Background: an optimization exercise with open tools, aiming at small area, a short achievable clock period and few clock cycles per item. Do not read the settings as production practice.
Function was checked by simulation only, so behaviour that the tests miss may differ from the original.
Power and IR drop assume default switching activity.

==> run F: inputs <==
==> flow/design.v <==
localparam logic [2047:0] sBoxSR = {
    128'h637c777bf26b6fc53001672bfed7ab76, 128'hca82c97dfa5947f0add4a2af9ca472c0,
    128'hb7fd9326363ff7cc34a5e5f171d83115, 128'h04c723c31896059a071280e2eb27b275,
    128'h09832c1a1b6e5aa0523bd6b329e32f84, 128'h53d100ed20fcb15b6acbbe394a4c58cf,
    128'hd0efaafb434d338545f9027f503c9fa8, 128'h51a3408f929d38f5bcb6da2110fff3d2,
    128'hcd0c13ec5f974417c4a77e3d645d1973, 128'h60814fdc222a908846eeb814de5e0bdb,
    128'he0323a0a4906245cc2d3ac629195e479, 128'he7c8376d8dd54ea96c56f4ea657aae08,
    128'hba78252e1ca6b4c6e8dd741f4bbd8b8a, 128'h703eb5664803f60e613557b986c11d9e,
    128'he1f8981169d98e949b1e87e9ce5528df, 128'h8ca1890dbfe6426841992d0fb054bb16
};
localparam logic [2047:0] sBoxSQ = {
    128'h25247367d7ae5c30a4ee6ecb7db582db, 128'he48e48494f5d6a787088e85f5e8465e2,
    128'hd8e9cced402f112857d2ace34a151bb9, 128'hb28085a62e024729074b0ec151aa89d4,
    128'hca0146b3efdd447bc27fbec39f204c64, 128'h83a2684213b441cdbac6bb6d4d7121f4,
    128'h8db0e593fe8fe6cf43453122373696fa, 128'hbc0f08521d551ac54e23697a92ff5b5a,
    128'heb9a1ca9d17e0dfc508ab662f50af8dc, 128'h033c0c39f1b8f33df2d597668132a000,
    128'h06cef6eab717f78c79d6a7bf8b3f1f53, 128'h6375352c60fd27d394a57ca105582dbd,
    128'hd9c7af6b540be03804c89de714b1879c, 128'hdf6ff9da2ac459167491ab266176342b,
    128'had99fb72ec3312de983bc09b3e18103a, 128'h56e177c91e9e95a39019a86c09d0f086
};
package snowPkg;
    localparam int lfsrWords  = 16;
    localparam int fsmWords   = 3;
    localparam int initRounds = 32;
    localparam logic [7:0] mixPolySR = 8'h1b;
    localparam logic [7:0] mixPolySQ = 8'h69;
    localparam logic [7:0] alphaPoly = 8'ha9;
    function automatic logic [7:0] mulX(input logic [7:0] v, input logic [7:0] poly);
        logic [7:0] shifted;
        shifted = {v[6:0], 1'b0};
        if (v[7]) begin
            mulX = shifted ^ poly;
        end else begin
            mulX = shifted;
        end
    endfunction
    function automatic logic [7:0] mulXPow(input logic [7:0] v, input integer pow,
                                           input logic [7:0] poly);
        logic [7:0] acc;
        acc = v;
        for (int i = 0; i < 255; i++) begin
            if (i < pow) begin
                acc = mulX(acc, poly);
            end
        end
        mulXPow = acc;
    endfunction
    function automatic logic [31:0] mulAlpha(input logic [7:0] c);
        mulAlpha = {mulXPow(c, 23, alphaPoly), mulXPow(c, 245, alphaPoly),
                    mulXPow(c, 48, alphaPoly), mulXPow(c, 239, alphaPoly)};
    endfunction
    function automatic logic [31:0] divAlpha(input logic [7:0] c);
        divAlpha = {mulXPow(c, 16, alphaPoly), mulXPow(c, 39, alphaPoly),
                    mulXPow(c, 6, alphaPoly), mulXPow(c, 64, alphaPoly)};
    endfunction
    function automatic logic [7:0] lookupSR(input logic [7:0] idx);
        logic [10:0] pos;
        pos      = {~idx, 3'b000};
        lookupSR = sBoxSR[pos +: 8];
    endfunction
    function automatic logic [7:0] lookupSQ(input logic [7:0] idx);
        logic [10:0] pos;
        pos      = {~idx, 3'b000};
        lookupSQ = sBoxSQ[pos +: 8];
    endfunction
endpackage
`timescale 1ns/1ps
module sBoxLayer #(
    parameter bit useSq = 1'b0
) (
    input  logic [31:0] wordIn,
    output logic [31:0] wordOut
);
    localparam logic [7:0] poly = useSq ? snowPkg::mixPolySQ : snowPkg::mixPolySR;
    logic [31:0] sub;
    logic [31:0] dbl;
    genvar j;
    generate
        for (j = 0; j < 4; j++) begin : g_byte
            if (useSq) begin : g_sq
                sboxSQ u_sb (.a(wordIn[31 - 8 * j -: 8]), .y(sub[31 - 8 * j -: 8]));
            end else begin : g_sr
                sboxSR u_sb (.a(wordIn[31 - 8 * j -: 8]), .y(sub[31 - 8 * j -: 8]));
            end
        end
        for (j = 0; j < 4; j++) begin : g_mix
            assign dbl[31 - 8 * j -: 8] = snowPkg::mulX(sub[31 - 8 * j -: 8] ^ sub[31 - 8 * ((j + 3) % 4) -: 8], poly);
            assign wordOut[31 - 8 * j -: 8] = dbl[31 - 8 * j -: 8]
                                            ^ sub[31 - 8 * ((j + 3) % 4) -: 8]
                                            ^ sub[31 - 8 * ((j + 1) % 4) -: 8]
                                            ^ sub[31 - 8 * ((j + 2) % 4) -: 8];
        end
    endgenerate
endmodule
module sboxSR (
    input  logic [7:0] a,
    output logic [7:0] y
);
    assign y = snowPkg::lookupSR(a);
endmodule
module sboxSQ (
    input  logic [7:0] a,
    output logic [7:0] y
);
    assign y = snowPkg::lookupSQ(a);
endmodule
`timescale 1ns/1ps
module snowFsm (
    input  logic        clk,
    input  logic        loadSel,
    input  logic        stepSel,
    input  logic        holdSel,
    input  logic [31:0] s15,
    input  logic [31:0] s5,
    output logic [31:0] fsmWord,
    output logic [95:0] fsmOut
);
    logic [31:0] r1;
    logic [31:0] r2;
    logic [31:0] r3;
    logic [31:0] r1Next;
    logic [31:0] s1Out;
    logic [31:0] s2Out;
    sBoxLayer #(.useSq(1'b0)) s1 (.wordIn(r1), .wordOut(s1Out));
    sBoxLayer #(.useSq(1'b1)) s2 (.wordIn(r2), .wordOut(s2Out));
    assign fsmWord = (s15 + r1) ^ r2;
    assign r1Next  = r2 + (r3 ^ s5);
    always_ff @(posedge clk) begin
        r1 <= (r1Next & {32{stepSel}}) | (r1 & {32{holdSel}});
        r2 <= (s1Out & {32{stepSel}}) | (r2 & {32{holdSel}});
        r3 <= (s2Out & {32{stepSel}}) | (r3 & {32{holdSel}});
    end
    assign fsmOut = {r3, r2, r1};
endmodule
`timescale 1ns/1ps
module snowLfsr (
    input  logic         clk,
    input  logic         loadSel,
    input  logic         stepSel,
    input  logic         holdSel,
    input  logic [127:0] key,
    input  logic [127:0] iv,
    input  logic [31:0]  fsmWord,
    output logic [511:0] lfsrOut,
    output logic [31:0]  s15,
    output logic [31:0]  s5
);
    logic [511:0] lfsr;
    logic [511:0] loadPattern;
    logic [511:0] stepPattern;
    logic [31:0]  feedback;
    assign loadPattern[32 * 15 +: 32] = key[32 * 3 +: 32] ^ iv[32 * 0 +: 32];
    assign loadPattern[32 * 14 +: 32] = key[32 * 2 +: 32];
    assign loadPattern[32 * 13 +: 32] = key[32 * 1 +: 32];
    assign loadPattern[32 * 12 +: 32] = key[32 * 0 +: 32] ^ iv[32 * 1 +: 32];
    assign loadPattern[32 * 11 +: 32] = ~key[32 * 3 +: 32];
    assign loadPattern[32 * 10 +: 32] = ~key[32 * 2 +: 32] ^ iv[32 * 2 +: 32];
    assign loadPattern[32 * 9 +: 32]  = ~key[32 * 1 +: 32] ^ iv[32 * 3 +: 32];
    assign loadPattern[32 * 8 +: 32]  = ~key[32 * 0 +: 32];
    assign loadPattern[255:128] = key;
    assign loadPattern[127:0]   = ~key;
    assign feedback = {lfsr[23:0], 8'h00} ^ snowPkg::mulAlpha(lfsr[31:24]) ^ lfsr[32 * 2 +: 32]
                    ^ {8'h00, lfsr[32 * 11 + 8 +: 24]} ^ snowPkg::divAlpha(lfsr[32 * 11 +: 8])
                    ^ fsmWord;
    assign stepPattern = {feedback, lfsr[511:32]};
    always_ff @(posedge clk) begin
        lfsr <= (loadPattern & {512{loadSel}}) | (stepPattern & {512{stepSel}})
              | (lfsr & {512{holdSel}});
    end
    assign lfsrOut = lfsr;
    assign s15     = lfsr[32 * 15 +: 32];
    assign s5      = lfsr[32 * 5 +: 32];
endmodule
`timescale 1ns/1ps
module roundCounter (
    input  logic clk,
    input  logic load,
    input  logic running,
    output logic lastRound
);
    logic [4:0] count;
    always_ff @(posedge clk) begin
        if (load) begin
            count <= '0;
        end else if (running) begin
            count <= count + 1'b1;
        end
    end
    assign lastRound = (count == 5'd31);
endmodule
`timescale 1ns/1ps
module initControl (
    input  logic clk,
    input  logic reset,
    input  logic load,
    input  logic lastRound,
    output logic running,
    output logic loadSel,
    output logic stepSel,
    output logic holdSel,
    output logic done
);
    always_ff @(posedge clk or posedge reset) begin
        if (reset) begin
            running <= 1'b0;
            done    <= 1'b0;
        end else if (load) begin
            running <= 1'b1;
            done    <= 1'b0;
        end else if (running && lastRound) begin
            running <= 1'b0;
            done    <= 1'b1;
        end
    end
    assign loadSel = load;
    assign stepSel = running & ~load;
    assign holdSel = ~running & ~load;
endmodule
`timescale 1ns/1ps
module snowInit (
    input  logic         clk,
    input  logic         reset,
    input  logic         load,
    input  logic [127:0] key,
    input  logic [127:0] iv,
    output logic [511:0] lfsrOut,
    output logic [95:0]  fsmOut,
    output logic         done
);
    logic        running;
    logic        lastRound;
    logic        loadSel;
    logic        stepSel;
    logic        holdSel;
    logic [31:0] fsmWord;
    logic [31:0] s15;
    logic [31:0] s5;
    initControl control (
        .clk       (clk),
        .reset     (reset),
        .load      (load),
        .lastRound (lastRound),
        .running   (running),
        .loadSel   (loadSel),
        .stepSel   (stepSel),
        .holdSel   (holdSel),
        .done      (done)
    );
    roundCounter counter (
        .clk       (clk),
        .load      (load),
        .running   (running),
        .lastRound (lastRound)
    );
    snowLfsr lfsr (
        .clk     (clk),
        .loadSel (loadSel),
        .stepSel (stepSel),
        .holdSel (holdSel),
        .key     (key),
        .iv      (iv),
        .fsmWord (fsmWord),
        .lfsrOut (lfsrOut),
        .s15     (s15),
        .s5      (s5)
    );
    snowFsm fsm (
        .clk     (clk),
        .loadSel (loadSel),
        .stepSel (stepSel),
        .holdSel (holdSel),
        .s15     (s15),
        .s5      (s5),
        .fsmWord (fsmWord),
        .fsmOut  (fsmOut)
    );
endmodule
==> flow/run.sh <==
#!/bin/bash
# synth_recipe.tcl (not shown) runs the flow's synth.tcl, then flattens the netlist and writes it again
# the make line also repeats each setting of config.mk as NAME=value (left out here)
make -C /OpenROAD-flow-scripts/flow DESIGN_CONFIG=/design/flow/config.mk WORK_HOME=/design/flow/orfs CLKGATE_MAP_FILE= SYNTH_SCRIPT=/design/flow/synth_recipe.tcl finish
==> flow/config.mk <==
export PLATFORM = sky130hd
export DESIGN_NAME = snowInit
export DESIGN_NICKNAME = snowInit
export VERILOG_FILES = /design/flow/design.v
export SDC_FILE = /design/flow/constraint.sdc
export NUM_CORES = 4
export LEC_CHECK = 0
export CAP_MARGIN = 20
export CORE_MARGIN = 2
export CORE_UTILIZATION = 40
export CTS_BUF_LIST = sky130_fd_sc_hd__clkbuf_8
export CTS_CLUSTER_SIZE = 20
export PLACE_DENSITY = 0.6
export SETUP_SLACK_MARGIN = 2.5
export SLEW_MARGIN = 20
==> flow/constraint.sdc <==
create_clock -name core_clock -period 6.0 [get_ports {clk}]
set_input_delay 1.2000 -clock core_clock [delete_from_list [all_inputs] [get_ports {clk}]]
set_output_delay 1.2000 -clock core_clock [all_outputs]
set_load 0.01 [all_outputs]
==> run K: changes against run F <==
==> flow/flow/run.sh (new file) <==
#!/bin/bash
# Own layout flow.
# 1. the standard synthesis (the reference for register names and cells).
# 2. The same ORFS synthesis again, keeping the byte S-box modules (sboxSR,
#    sboxSQ) as separate modules.
# 3. Yosys/ABC re-mapping: each S-box module on its own from its collapsed
#    function, the rest for area under a delay target; registers untouched.
#    If the registers (names and cells) differ from step 1 in any way, the
#    flow re-maps step 1's netlist instead.
# 4. the standard layout from floorplan on, with plain port buffers.
set -euo pipefail
WORK=$(pwd)
FLOWDIR=$WORK/flow
YOSYS=$(command -v yosys || echo "$FLOW_HOME/../tools/install/yosys/bin/yosys")
LIB=$FLOW_HOME/platforms/$FLOW_PLATFORM/lib/sky130_fd_sc_hd__tt_025C_1v80.lib
RES=$WORK/orfs/results/$FLOW_PLATFORM/snowInit/base
RESH=$WORK/orfs_h/results/$FLOW_PLATFORM/snowInit/base
ABC_D=$(cat $FLOWDIR/abc_delay_ps)
SB_D=$(cat $FLOWDIR/sbox_delay_ps)
PORTBUF=$(cat $FLOWDIR/port_buffer)
CTSARGS=$(cat $FLOWDIR/cts_args)

bash standard.sh synth > $WORK/flow_synth.log 2>&1
cp $RES/1_2_yosys.v $WORK/std_synth.v

# Cells ABC must not use: the flow's don't-use list, plus every lpflow/probe cell
python3 $FLOWDIR/dontuse.py $LIB $WORK/orfs/logs/$FLOW_PLATFORM/snowInit/base/1_2_yosys.log > $WORK/dont_use.txt
DU=$(sed 's/^/-dont_use /' $WORK/dont_use.txt | tr '\n' ' ')
clean_cells() { # netlist -> 0 if it holds no don't-use cell
  ! grep -q -w -F -f $WORK/dont_use.txt "$1"
}

# Second synthesis: same script, S-box modules kept, no final flatten
sed -e '/^flatten/d' synth_recipe.tcl > $WORK/synth_h.tcl
sed -e "s#WORK_HOME=$WORK/orfs #WORK_HOME=$WORK/orfs_h #" \
    -e "s#SYNTH_SCRIPT=[^ ]*#SYNTH_SCRIPT=$WORK/synth_h.tcl SYNTH_KEEP_MODULES='sboxSR sboxSQ'#" \
    -e '/^if /,$d' standard.sh > $WORK/standard_h.sh
HIER_OK=0
if bash $WORK/standard_h.sh $RESH/1_2_yosys.v > $WORK/flow_synth_h.log 2>&1; then
  cp $RESH/1_2_yosys.v $WORK/hier_synth.v
  sed -e "s#@D@#$ABC_D#g" $FLOWDIR/remap.abc > $WORK/remap.abc
  sed -e "s#@D@#$SB_D#g" $FLOWDIR/sbox.abc > $WORK/sbox.abc
  sed -e "s#@LIB@#$LIB#g" -e "s#@DU@#$DU#g" -e "s#@IN@#$WORK/hier_synth.v#g" -e "s#@OUT@#$WORK/remapped_h.v#g" \
      -e "s#@ABC@#$WORK/remap.abc#g" -e "s#@SBABC@#$WORK/sbox.abc#g" $FLOWDIR/remap_h.ys > $WORK/remap_h.ys
  if $YOSYS -l $WORK/flow_remap_h.log -q $WORK/remap_h.ys > /dev/null 2>&1; then
    python3 $FLOWDIR/regs.py $WORK/std_synth.v > $WORK/regs_std.txt
    python3 $FLOWDIR/regs.py $WORK/remapped_h.v > $WORK/regs_h.txt
    if cmp -s $WORK/regs_std.txt $WORK/regs_h.txt && [ -s $WORK/regs_std.txt ] && clean_cells $WORK/remapped_h.v; then
      HIER_OK=1
    fi
  fi
fi
echo "hierarchical remap used: $HIER_OK" > $WORK/flow_choice.log

if [ $HIER_OK = 1 ]; then
  cp $WORK/remapped_h.v $WORK/remapped.v
else
  sed -e "s#@D@#$ABC_D#g" $FLOWDIR/remap.abc > $WORK/remap.abc
  sed -e "s#@LIB@#$LIB#g" -e "s#@DU@#$DU#g" -e "s#@IN@#$WORK/std_synth.v#g" -e "s#@OUT@#$WORK/remapped.v#g" \
      -e "s#@ABC@#$WORK/remap.abc#g" $FLOWDIR/remap.ys > $WORK/remap.ys
  if ! $YOSYS -l $WORK/flow_remap.log -q $WORK/remap.ys > /dev/null 2>&1 || ! clean_cells $WORK/remapped.v; then
    echo "plain remap failed: standard netlist kept" >> $WORK/flow_choice.log
    cp $WORK/std_synth.v $WORK/remapped.v
  fi
fi

# A newer netlist makes ORFS rebuild 1_synth.odb and everything after it
cp $WORK/remapped.v $RES/1_2_yosys.v
touch $RES/1_2_yosys.v
bash standard.sh BUFFER_PORTS_ARGS="-buffer_cell $PORTBUF" CTS_ARGS="$CTSARGS" ${FINAL_TARGET:-finish} > $WORK/flow_finish.log 2>&1
==> flow/flow/abc_delay_ps (new file) <==
1800
==> flow/flow/cts_args (new file) <==
-sink_clustering_enable -repair_clock_nets -dont_use_dummy_load -buf_list sky130_fd_sc_hd__clkbuf_8 -sink_clustering_size 20
==> flow/flow/dontuse.py (new file) <==
# Print the cells ABC may not use: lpflow/probe cells of the library and
# every -dont_use cell named in the standard synthesis log
import re, sys
lib, log = sys.argv[1], sys.argv[2]
cells = set()
for m in re.finditer(r'cell\s*\(\s*"?(\w+)"?\s*\)', open(lib).read()):
    if 'lpflow' in m.group(1) or 'probe' in m.group(1):
        cells.add(m.group(1))
try:
    cells |= set(re.findall(r'-dont_use\s+(\S+)', open(log).read()))
except OSError:
    pass
print('\n'.join(sorted(cells)))
==> flow/flow/port_buffer (new file) <==
sky130_fd_sc_hd__buf_1
==> flow/flow/regs.py (new file) <==
# List "cell instance" for every flip-flop in a netlist, sorted
import re, sys
t = open(sys.argv[1]).read()
out = []
for m in re.finditer(r'^\s*(sky130_fd_sc_hd__(?:df|sdf|edf|dl)\w*)\s+(\S+)\s*\(', t, re.M):
    out.append(m.group(1) + ' ' + m.group(2))
print('\n'.join(sorted(out)))
==> flow/flow/remap.abc (new file) <==
strash
dc2
dch -f
map -D @D@
mfs2
strash
dch -f
map -D @D@
topo
buffer -p
upsize -D @D@
dnsize -D @D@
stime -p
==> flow/flow/remap.ys (new file) <==
read_liberty -ignore_miss_func @LIB@
read_verilog @IN@
hierarchy -top snowInit
blackbox sky130_fd_sc_hd__dfxtp_1 sky130_fd_sc_hd__dfrtp_1 sky130_fd_sc_hd__dfstp_1 sky130_fd_sc_hd__conb_1
flatten
opt_clean
abc -liberty @LIB@ @DU@ -script @ABC@
opt_clean -purge
setundef -zero
hilomap -singleton -hicell sky130_fd_sc_hd__conb_1 HI -locell sky130_fd_sc_hd__conb_1 LO
stat -liberty @LIB@
write_verilog -noattr -noexpr -nohex -nodec @OUT@
==> flow/flow/remap_h.ys (new file) <==
read_liberty -ignore_miss_func @LIB@
read_verilog @IN@
hierarchy -top snowInit
blackbox sky130_fd_sc_hd__dfxtp_1 sky130_fd_sc_hd__dfrtp_1 sky130_fd_sc_hd__dfstp_1 sky130_fd_sc_hd__conb_1
setattr -mod -set keep_hierarchy 1 sboxSR sboxSQ
flatten
opt_clean
abc -liberty @LIB@ @DU@ -script @SBABC@ sboxSR sboxSQ
abc -liberty @LIB@ @DU@ -script @ABC@ snowInit
setattr -mod -unset keep_hierarchy sboxSR sboxSQ
flatten
opt_clean -purge
setundef -zero
hilomap -singleton -hicell sky130_fd_sc_hd__conb_1 HI -locell sky130_fd_sc_hd__conb_1 LO
stat -liberty @LIB@
write_verilog -noattr -noexpr -nohex -nodec @OUT@
==> flow/flow/sbox.abc (new file) <==
strash
collapse

muxes
strash
dc2
dch -f
map -D @D@
topo
stime -p
==> flow/flow/sbox_delay_ps (new file) <==
800
==> flow/standard.sh (new file) <==
#!/bin/bash
# synth_recipe.tcl (not shown) runs the flow's synth.tcl, then flattens the netlist and writes it again
# the make line also repeats each setting of config.mk as NAME=value (left out here)
make -C /OpenROAD-flow-scripts/flow DESIGN_CONFIG=/design/flow/config.mk WORK_HOME=/design/flow/orfs CLKGATE_MAP_FILE= SYNTH_SCRIPT=/design/flow/synth_recipe.tcl "${@:-finish}"
CTS_BUF_LIST = not set   (was sky130_fd_sc_hd__clkbuf_8)
CTS_CLUSTER_SIZE = not set   (was 20)
SETUP_SLACK_MARGIN = 2.6   (was 2.5)
removed: flow/run.sh
==> comparison table <==
Result of the run: run K finished clean; run F finished clean
Number of tapcells: run K 1524; run F 1917
Routed length per instance: run K 34.64 um; run F 35.17 um
CTS buffer count: run K 97; run F 110
Setup slack after layout: run K 2.473 ns; run F 2.435 ns
Sequential power share: run K 15.3%; run F 12.2%
Met3 track utilization from global routing: run K 24.28%; run F 17.85%
Clock insertion delay at the later pin of the skew report: run K 0.78 ns; run F 0.89 ns
Required time at the endpoint of the critical path: run K 6.52 ns; run F 6.73 ns
Antenna violations before repair: run K 99; run F 24
Total chip power: run K 45.29 mW; run F 58.23 mW
All-Layer GR Usage: run K 53.43%; run F 45.22%
Met1 layer usage reported by global route: run K 63.05%; run F 54.57%
Utilization after layout: run K 49.08%; run F 52.37%
Startpoint of the most critical setup path: run K fsm.r1[19]; run F fsm.r1[24]
Cells after synthesis: run K 7142; run F 7402
Testbench counts of run F, summed over its fixed seeds: cycles 8,448, items 256.
Testbench counts of run K, summed over its fixed seeds: cycles 8,448, items 256.

## separate check: timing with driven ports
The flow's constraints put no driver on any port. The routed layouts listed below were extracted and timed again, unchanged, in two steps. Step 1 (the two cells are an assumption about what drives the block):
set clk [get_ports {clk}]
set_driving_cell -lib_cell sky130_fd_sc_hd__clkbuf_16 $clk
set_driving_cell -lib_cell sky130_fd_sc_hd__buf_2 [delete_from_list [all_inputs] $clk]
Step 2 adds t to the input delays and takes it off the output delays; t is the mean of the earliest and latest rising clock arrival at the registers after step 1. Input paths then give back, and output paths get back, about the clock's delay inside the block. a / b / c = ideal / step 1 / step 2; a / b = the first two.
run	t, ns	setup slack, ns	worst setup path after step 2	worst register clock-pin slew, ns	worst slew at a driven data input, ns
run F	0.934	2.435 / 2.375 / 2.435	register to register	0.09 / 0.09	0.17
run K	0.804	2.473 / 2.473 / 2.126	input to register	0.08 / 0.08	0.38
After both steps setup and hold are still met in every run listed. The setup slack of run K, which loses most, moves by 0.000 ns with the drivers and by -0.347 ns with both steps.
